What follows belongs to an exercise in optimizing a design on an open flow for a short achievable clock period and few clock cycles per item; a production flow would make more cautious choices. The clock port is modelled as an ideal driver, which makes a skipped or thinned clock tree look cheaper than it is; a real chip needs a root buffer or a tree. Power and IR drop assume default switching activity.

Setup of wip/maple:
==> flow/design.v (excerpt) <==
module dma_write_top (
    input  logic                   clk,
    input  logic                   reset,
    input  logic                   desc_push,
    input  logic [31:0]            desc_control,
    input  logic [31:0]            desc_pkt_begin,
    input  logic [31:0]            desc_pkt_end,
    input  logic [31:0]            desc_write_address,
    output logic                   desc_full,
    input  logic                   data_push,
    input  avalon_pkg::bus_word_t  data_in,
    output logic                   data_full,
    output avalon_pkg::bus_addr_t  avm_address,
    output avalon_pkg::bus_word_t  avm_writedata,
    output logic                   avm_write,
    output avalon_pkg::burst_cnt_t avm_burstcount,
    input  logic                   avm_waitrequest,
    output logic                   busy,
    output logic                   done_irq,
    output logic [15:0]            xfer_count,
    output logic [15:0]            drop_count
);
Size in the first run: ~870 flip-flops, about 280 I/O pins, roughly 29000 um^2 of cells after synthesis.
Settings: LEC_CHECK=0, CAP_MARGIN=20, CORE_MARGIN=2, CORE_UTILIZATION=40, SETUP_SLACK_MARGIN=3.5, SLEW_MARGIN=20; clock period 5.0 ns.
standard.sh (not shown) runs the stock make flow with config.mk's settings and CLKGATE_MAP_FILE= SYNTH_SCRIPT=/design/flow/synth_recipe.tcl, a recipe that flattens the netlist after the stock synthesis.
==> flow/flow/run.sh <==
#!/bin/bash
# The standard layout, except that the clock tree is built by flow/pre_cts.tcl.
# ORFS writes each step's log under orfs/logs; make's own output goes to standard_flow.log.
set -euo pipefail
export PRE_CTS_TCL="$PWD/flow/pre_cts.tcl"
bash standard.sh > standard_flow.log 2>&1
==> flow/flow/pre_cts.tcl <==
# Sourced by ORFS's cts.tcl before its clock_tree_synthesis call (PRE_CTS_TCL).
# Builds a two-level clock tree (root buffers on the clock port, leaf buffers on groups of
# flip-flops) in place of TritonCTS, then lets cts.tcl go on with legalisation and repair.
source [file join [file dirname [info script]] clock_tree.tcl]
build_clock_tree clk 4 20 sky130_fd_sc_hd__buf_12 sky130_fd_sc_hd__buf_16
global_connect
set_propagated_clock [all_clocks]
rename clock_tree_synthesis __triton_clock_tree_synthesis
proc clock_tree_synthesis {args} {
  puts "clock tree built by pre_cts.tcl; clock_tree_synthesis $args skipped"
}
Other scripts of this flow, unchanged in this note and not shown: flow/flow/clock_tree.tcl
Here is what was changed in the inputs of wip/juniper compared with wip/maple.
# wip/maple
export LEC_CHECK = 0
export CAP_MARGIN = 20
export CORE_MARGIN = 2
export CORE_UTILIZATION = 40
export SETUP_SLACK_MARGIN = 3.5
export SLEW_MARGIN = 20
create_clock -name core_clock -period 5.0 [get_ports {clk}]
# wip/juniper
export LEC_CHECK = 0
export CAP_MARGIN = 20
export CORE_MARGIN = 2
export CORE_UTILIZATION = 55
export SETUP_SLACK_MARGIN = 3.5
export SLEW_MARGIN = 20
create_clock -name core_clock -period 5.0 [get_ports {clk}]
Findings:
On die height: between wip/juniper and wip/maple, it ends up higher for wip/maple. Against wip/maple, routed length on met1 in wip/juniper fell by a little under 10%. Sequential share of layout area was lower in the run labelled wip/maple. Summary — wire length, wip/juniper relative to wip/maple: lower, by 7.4%. In terms of design internal power, wip/juniper and wip/maple differ only marginally. In wip/juniper relative to wip/maple, final cell count had gone down by a little under 10%. Origin of the worst setup path = o_cnt[1]$_SDFF_PN0_: wip/juniper; origin of the worst setup path = o_adr[30]$_SDFF_PN0_: wip/maple. wip/juniper vs. wip/maple: minimum clock period lost 0.014 ns, delay of the slowest cell on the worst path lost 0.02 ns. The post-route cell area of wip/juniper is lower than that of wip/maple. ~same post-layout total power in wip/juniper and wip/maple.
--- input diff wip/juniper..wip/ember ---
# wip/juniper
export LEC_CHECK = 0
export CAP_MARGIN = 20
export CORE_MARGIN = 2
export CORE_UTILIZATION = 55
export SETUP_SLACK_MARGIN = 3.5
export SLEW_MARGIN = 20
create_clock -name core_clock -period 5.0 [get_ports {clk}]
# wip/ember
export LEC_CHECK = 0
export CAP_MARGIN = 20
export CORE_MARGIN = 2
export CORE_UTILIZATION = 40
export SETUP_SLACK_MARGIN = 3.5
export SLEW_MARGIN = 20
create_clock -name core_clock -period 5.0 [get_ports {clk}]
==> flow/flow/move_flops.tcl (new file) <==
# Put each flip-flop that drives an output port's buffer next to that buffer.
proc move_output_flops {} {
  set block [ord::get_db_block]
  set n 0
  foreach bt [$block getBTerms] {
    if {[$bt getIoType] ne "OUTPUT"} continue
    set net [$bt getNet]
    if {$net eq "NULL"} continue
    set buf ""
    foreach it [$net getITerms] { if {[$it isOutputSignal]} { set buf [$it getInst] } }
    if {$buf eq ""} continue
    set drv ""
    foreach it [$buf getITerms] {
      if {[$it isInputSignal]} {
        set in [$it getNet]
        if {$in eq "NULL"} continue
        foreach jt [$in getITerms] { if {[$jt isOutputSignal]} { set drv [$jt getInst] } }
      }
    }
    if {$drv eq ""} continue
    if {![string match "*dfxtp*" [[$drv getMaster] getName]]} continue
    # only flip-flops whose output feeds this buffer alone
    set fo 0
    foreach jt [$drv getITerms] { if {[$jt isOutputSignal]} { set fo [llength [[$jt getNet] getITerms]] } }
    if {$fo < 2} continue
    lassign [$buf getLocation] bx by
    $drv setLocation $bx $by
    $drv setPlacementStatus PLACED
    incr n
  }
  puts "move_output_flops: moved $n flip-flops next to their output buffers"
  detailed_placement
}
==> flow/flow/pre_cts.tcl <==
# Sourced by ORFS's cts.tcl before its clock_tree_synthesis call (PRE_CTS_TCL).
# Moves the flip-flops that drive output ports next to their port buffers, then builds a
# two-level clock tree (root buffers on the clock port, leaf buffers on groups of
# flip-flops) in place of TritonCTS, and lets cts.tcl go on with legalisation and repair.
source [file join [file dirname [info script]] move_flops.tcl]
source [file join [file dirname [info script]] clock_tree.tcl]
move_output_flops
build_clock_tree clk 4 20 sky130_fd_sc_hd__buf_12 sky130_fd_sc_hd__buf_16
global_connect
set_propagated_clock [all_clocks]
rename clock_tree_synthesis __triton_clock_tree_synthesis
proc clock_tree_synthesis {args} {
  puts "clock tree built by pre_cts.tcl; clock_tree_synthesis $args skipped"
}
### Flow results
Looking at wip/ember and wip/juniper, the internal cell power is a wash. Compared to wip/juniper, the routing of wip/ember uses more wire. Per the comparison of wip/ember with wip/juniper, vias after detailed routing increased 1.8%; average wire per standard cell increased about 2%; first-pass GRT wire length increased about 15%; detailed placement HPWL increased 6.6%. Between wip/ember and wip/juniper, the worst setup margin does not differ in any meaningful way. Looking at highest signal layer in the routed design, the met4 result is from wip/juniper; the met5 one comes from wip/ember. Comparing wip/ember with wip/juniper, the final critical-path share of the clock period came out essentially unchanged. The higher combinational share of power came out of wip/ember.
No run of this note included a check of the RTL's function; only the layout flow was run. In every run of this note, the design's own scripts or RTL, not TritonCTS, make the clock network.

what the ideal ports hide:
Ports are ideal in the flow. The routed layouts listed here were re-timed in OpenROAD.
Step 1, drivers: a clkbuf_16 drives clk and a buf_2 each remaining input, both assumed.
Step 2 moves the port delays by t, midway between the first and last clock arrival at a register: inputs arrive t later, outputs are due t later. That takes back most of the time a late clock gives input paths.
a / b / c = ideal ports / drivers / drivers and shift; a / b = the first two.
| run | t, ns | slack for setup (ns) | hold slack, ns |
|---|---|---|---|
| wip/maple | 0.506 | 3.134 / 2.990 / 2.867 | 0.328 / 0.328 / 0.328 |
| wip/juniper | 0.492 | 3.148 / 3.014 / 2.860 | 0.327 / 0.327 / 0.327 |
| wip/ember | 0.512 | 3.148 / 3.003 / 2.893 | 0.328 / 0.328 / 0.328 |
After both steps every run listed still meets setup and hold. For wip/juniper, which loses most, drivers alone change the setup slack by -0.134 ns; drivers and shift together by -0.288 ns.
